From an optimization exercise on the open Yosys and OpenROAD flow, aimed at small area and a short achievable clock period; shortcuts taken in it are not production practice.
Only simulation tests tie the RTL to the original design; equivalence was not proved.
Power and IR drop assume default switching activity.

## exe_stage
module exe_stage (
    input  logic        clk,
    input  logic        rst,
    input  logic        in_valid,
    input  logic        hold,
    input  logic        flush,
    input  logic [63:0] pc,
    input  logic [31:0] inst,
    input  logic [63:0] rs1_data,
    input  logic [63:0] rs2_data,
    input  logic [63:0] imm,
    input  logic [63:0] csr_val,
    input  logic [22:0] ctrl,
    output logic        out_valid,
    output logic        out_redirect,
    output logic        out_we_reg,
    output logic [4:0]  out_rd,
    output logic [63:0] out_pc,
    output logic [63:0] out_result,
    output logic [63:0] out_csr_result,
    output logic [63:0] out_npc
);
    exe_pkg::exe_ctrl_t ctrl_s;
    exe_pkg::data_t     alu_res;
    exe_pkg::data_t     csr_res;
    logic               br_taken;
    assign ctrl_s = exe_pkg::exe_ctrl_t'(ctrl);
    int_exec int_exec_i (
        .pc       (pc),
        .rs1_data (rs1_data),
        .rs2_data (rs2_data),
        .imm      (imm),
        .alu_op   (ctrl[22:19]),
        .asel     (ctrl[15:14]),
        .bsel     (ctrl[13:12]),
        .cmp_op   (ctrl[18:16]),
        .alu_res  (alu_res),
        .br_taken (br_taken)
    );
    csr_exec csr_exec_i (
        .inst     (inst),
        .rs1_data (rs1_data),
        .csr_val  (csr_val),
        .csr_op   (ctrl[11:10]),
        .csr_asel (ctrl[9]),
        .csr_bsel (ctrl[8:7]),
        .csr_res  (csr_res)
    );
    exe_commit exe_commit_i (
        .clk            (clk),
        .rst            (rst),
        .in_valid       (in_valid),
        .hold           (hold),
        .flush          (flush),
        .pc             (pc),
        .inst           (inst),
        .npc_sel        (ctrl_s.npc_sel),
        .rd             (ctrl_s.rd),
        .we_reg         (ctrl_s.we_reg),
        .alu_res        (alu_res),
        .csr_res        (csr_res),
        .csr_val        (csr_val),
        .br_taken       (br_taken),
        .out_valid      (out_valid),
        .out_redirect   (out_redirect),
  ...
Size in the first run: about 260 flip-flops, ~640 I/O pins, roughly 33000 um^2 of cells after synthesis.
export LEC_CHECK = 0
export ABC_AREA = 1
export CAP_MARGIN = 10
export CORE_MARGIN = 2
export CORE_UTILIZATION = 40
export SETUP_SLACK_MARGIN = 4
export SLEW_MARGIN = 10
export TNS_END_PERCENT = 0
create_clock -name core_clock -period 7.0 [get_ports {clk}]
standard.sh (not shown) runs the stock make flow with config.mk's settings and CLKGATE_MAP_FILE= SYNTH_SCRIPT=/design/flow/synth_recipe.tcl, a recipe that flattens the netlist after the stock synthesis.
==> flow/flow/run.sh <==
#!/bin/bash
# Standard ORFS layout (the standard.sh), with the port buffers made of
# sky130_fd_sc_hd__buf_1 instead of the default delay buffer.
set -euo pipefail
cd "$(dirname "$0")/.."
bash standard.sh "BUFFER_PORTS_ARGS=-buffer_cell sky130_fd_sc_hd__buf_1" finish > make_finish.log 2>&1
Edit:
--- a/flow/config.mk
+++ b/flow/config.mk
@@ -9 +9 @@
-export CAP_MARGIN = 10
+export CAP_MARGIN = 20
@@ -11,3 +11,3 @@
-export CORE_UTILIZATION = 40
-export SETUP_SLACK_MARGIN = 4
-export SLEW_MARGIN = 10
+export CORE_UTILIZATION = 45
+export SETUP_SLACK_MARGIN = 3.5
+export SLEW_MARGIN = 20
- The changed run finished with timing, DRC and antenna clean
- total power drops by 5.0%
- combinational power stays flat
- count of clock-buffer cells in the layout drops by 10
- routed wire length drops by 2.8%
- die area drops by 11%
- flip-flop and latch count stays the same
- sequential power barely changes
- non-clock buffer count does not change

* * *

exe_stage again, from the RTL that the note above started with.
// exe_stage
module exe_stage (
    input  logic        clk,
    input  logic        rst,
    input  logic        in_valid,
    input  logic        hold,
    input  logic        flush,
    input  logic [63:0] pc,
    input  logic [31:0] inst,
    input  logic [63:0] rs1_data,
    input  logic [63:0] rs2_data,
    input  logic [63:0] imm,
    input  logic [63:0] csr_val,
    input  logic [22:0] ctrl,
    output logic        out_valid,
    output logic        out_redirect,
    output logic        out_we_reg,
    output logic [4:0]  out_rd,
    output logic [63:0] out_pc,
    output logic [63:0] out_result,
    output logic [63:0] out_csr_result,
    output logic [63:0] out_npc
);
    exe_pkg::exe_ctrl_t ctrl_s;
    exe_pkg::data_t     alu_res;
    exe_pkg::data_t     csr_res;
    logic               br_taken;
    assign ctrl_s = exe_pkg::exe_ctrl_t'(ctrl);
    int_exec int_exec_i (
        .pc       (pc),
        .rs1_data (rs1_data),
        .rs2_data (rs2_data),
        .imm      (imm),
        .alu_op   (ctrl[22:19]),
        .asel     (ctrl[15:14]),
        .bsel     (ctrl[13:12]),
        .cmp_op   (ctrl[18:16]),
        .alu_res  (alu_res),
        .br_taken (br_taken)
    );
    csr_exec csr_exec_i (
        .inst     (inst),
        .rs1_data (rs1_data),
        .csr_val  (csr_val),
        .csr_op   (ctrl[11:10]),
        .csr_asel (ctrl[9]),
        .csr_bsel (ctrl[8:7]),
        .csr_res  (csr_res)
    );
    exe_commit exe_commit_i (
        .clk            (clk),
        .rst            (rst),
        .in_valid       (in_valid),
        .hold           (hold),
        .flush          (flush),
        .pc             (pc),
        .inst           (inst),
        .npc_sel        (ctrl_s.npc_sel),
        .rd             (ctrl_s.rd),
        .we_reg         (ctrl_s.we_reg),
        .alu_res        (alu_res),
        .csr_res        (csr_res),
        .csr_val        (csr_val),
  ...
Settings: LEC_CHECK=0, ABC_AREA=1, CAP_MARGIN=0, CORE_MARGIN=2, CORE_UTILIZATION=40, SETUP_SLACK_MARGIN=4, SLEW_MARGIN=0, TNS_END_PERCENT=0; clock period 7.0 ns.
Scripts as last shown in full above: flow/flow/run.sh
The baseline finished with timing, DRC and antenna clean.
Then changed:
- CAP_MARGIN: 0 -> 20
- SLEW_MARGIN: 0 -> 20
Result:
- The new run finished with timing, DRC and antenna clean
- synthesized cell count stays the same
- fmax hardly moves
- worst setup slack loses 8.2 ps

[afterwards: timing with drivers on the ports]
How much do the figures lean on ideal ports? The routed layouts below were timed once more, with nothing changed but the port constraints.
Step 1, drivers: a clkbuf_16 drives clk and a buf_2 each remaining input, both assumed.
Step 2, shift: input delay + t, output delay - t, t = (earliest + latest rising clock arrival at the registers) / 2. This alone moves slack from input paths to output paths.
a / b / c = ideal / step 1 / step 2; a / b = the first two.
| run | shift t [ns] | slack for setup (ns) | worst setup path after step 2 | worst register clock-pin slew, ns | worst data-port slew with drivers (ns) |
|---|---|---|---|---|---|
| the first run of note 1 | 0.627 | 2.900 / 2.919 / 2.291 | input to register | 0.07 / 0.07 | 0.23 |
| the second run of note 1 | 0.636 | 2.751 / 2.735 / 2.099 | input to register | 0.08 / 0.08 | 0.15 |
| the first run of note 2 | 0.627 | 2.900 / 2.919 / 2.291 | input to register | 0.07 / 0.07 | 0.23 |
| the second run of note 2 | 0.629 | 2.892 / 2.915 / 2.286 | input to register | 0.07 / 0.07 | 0.23 |
After both steps every run listed still meets setup and hold. The setup slack of the second run of note 1, which loses most, moves by -0.016 ns with the drivers and by -0.652 ns with both steps.
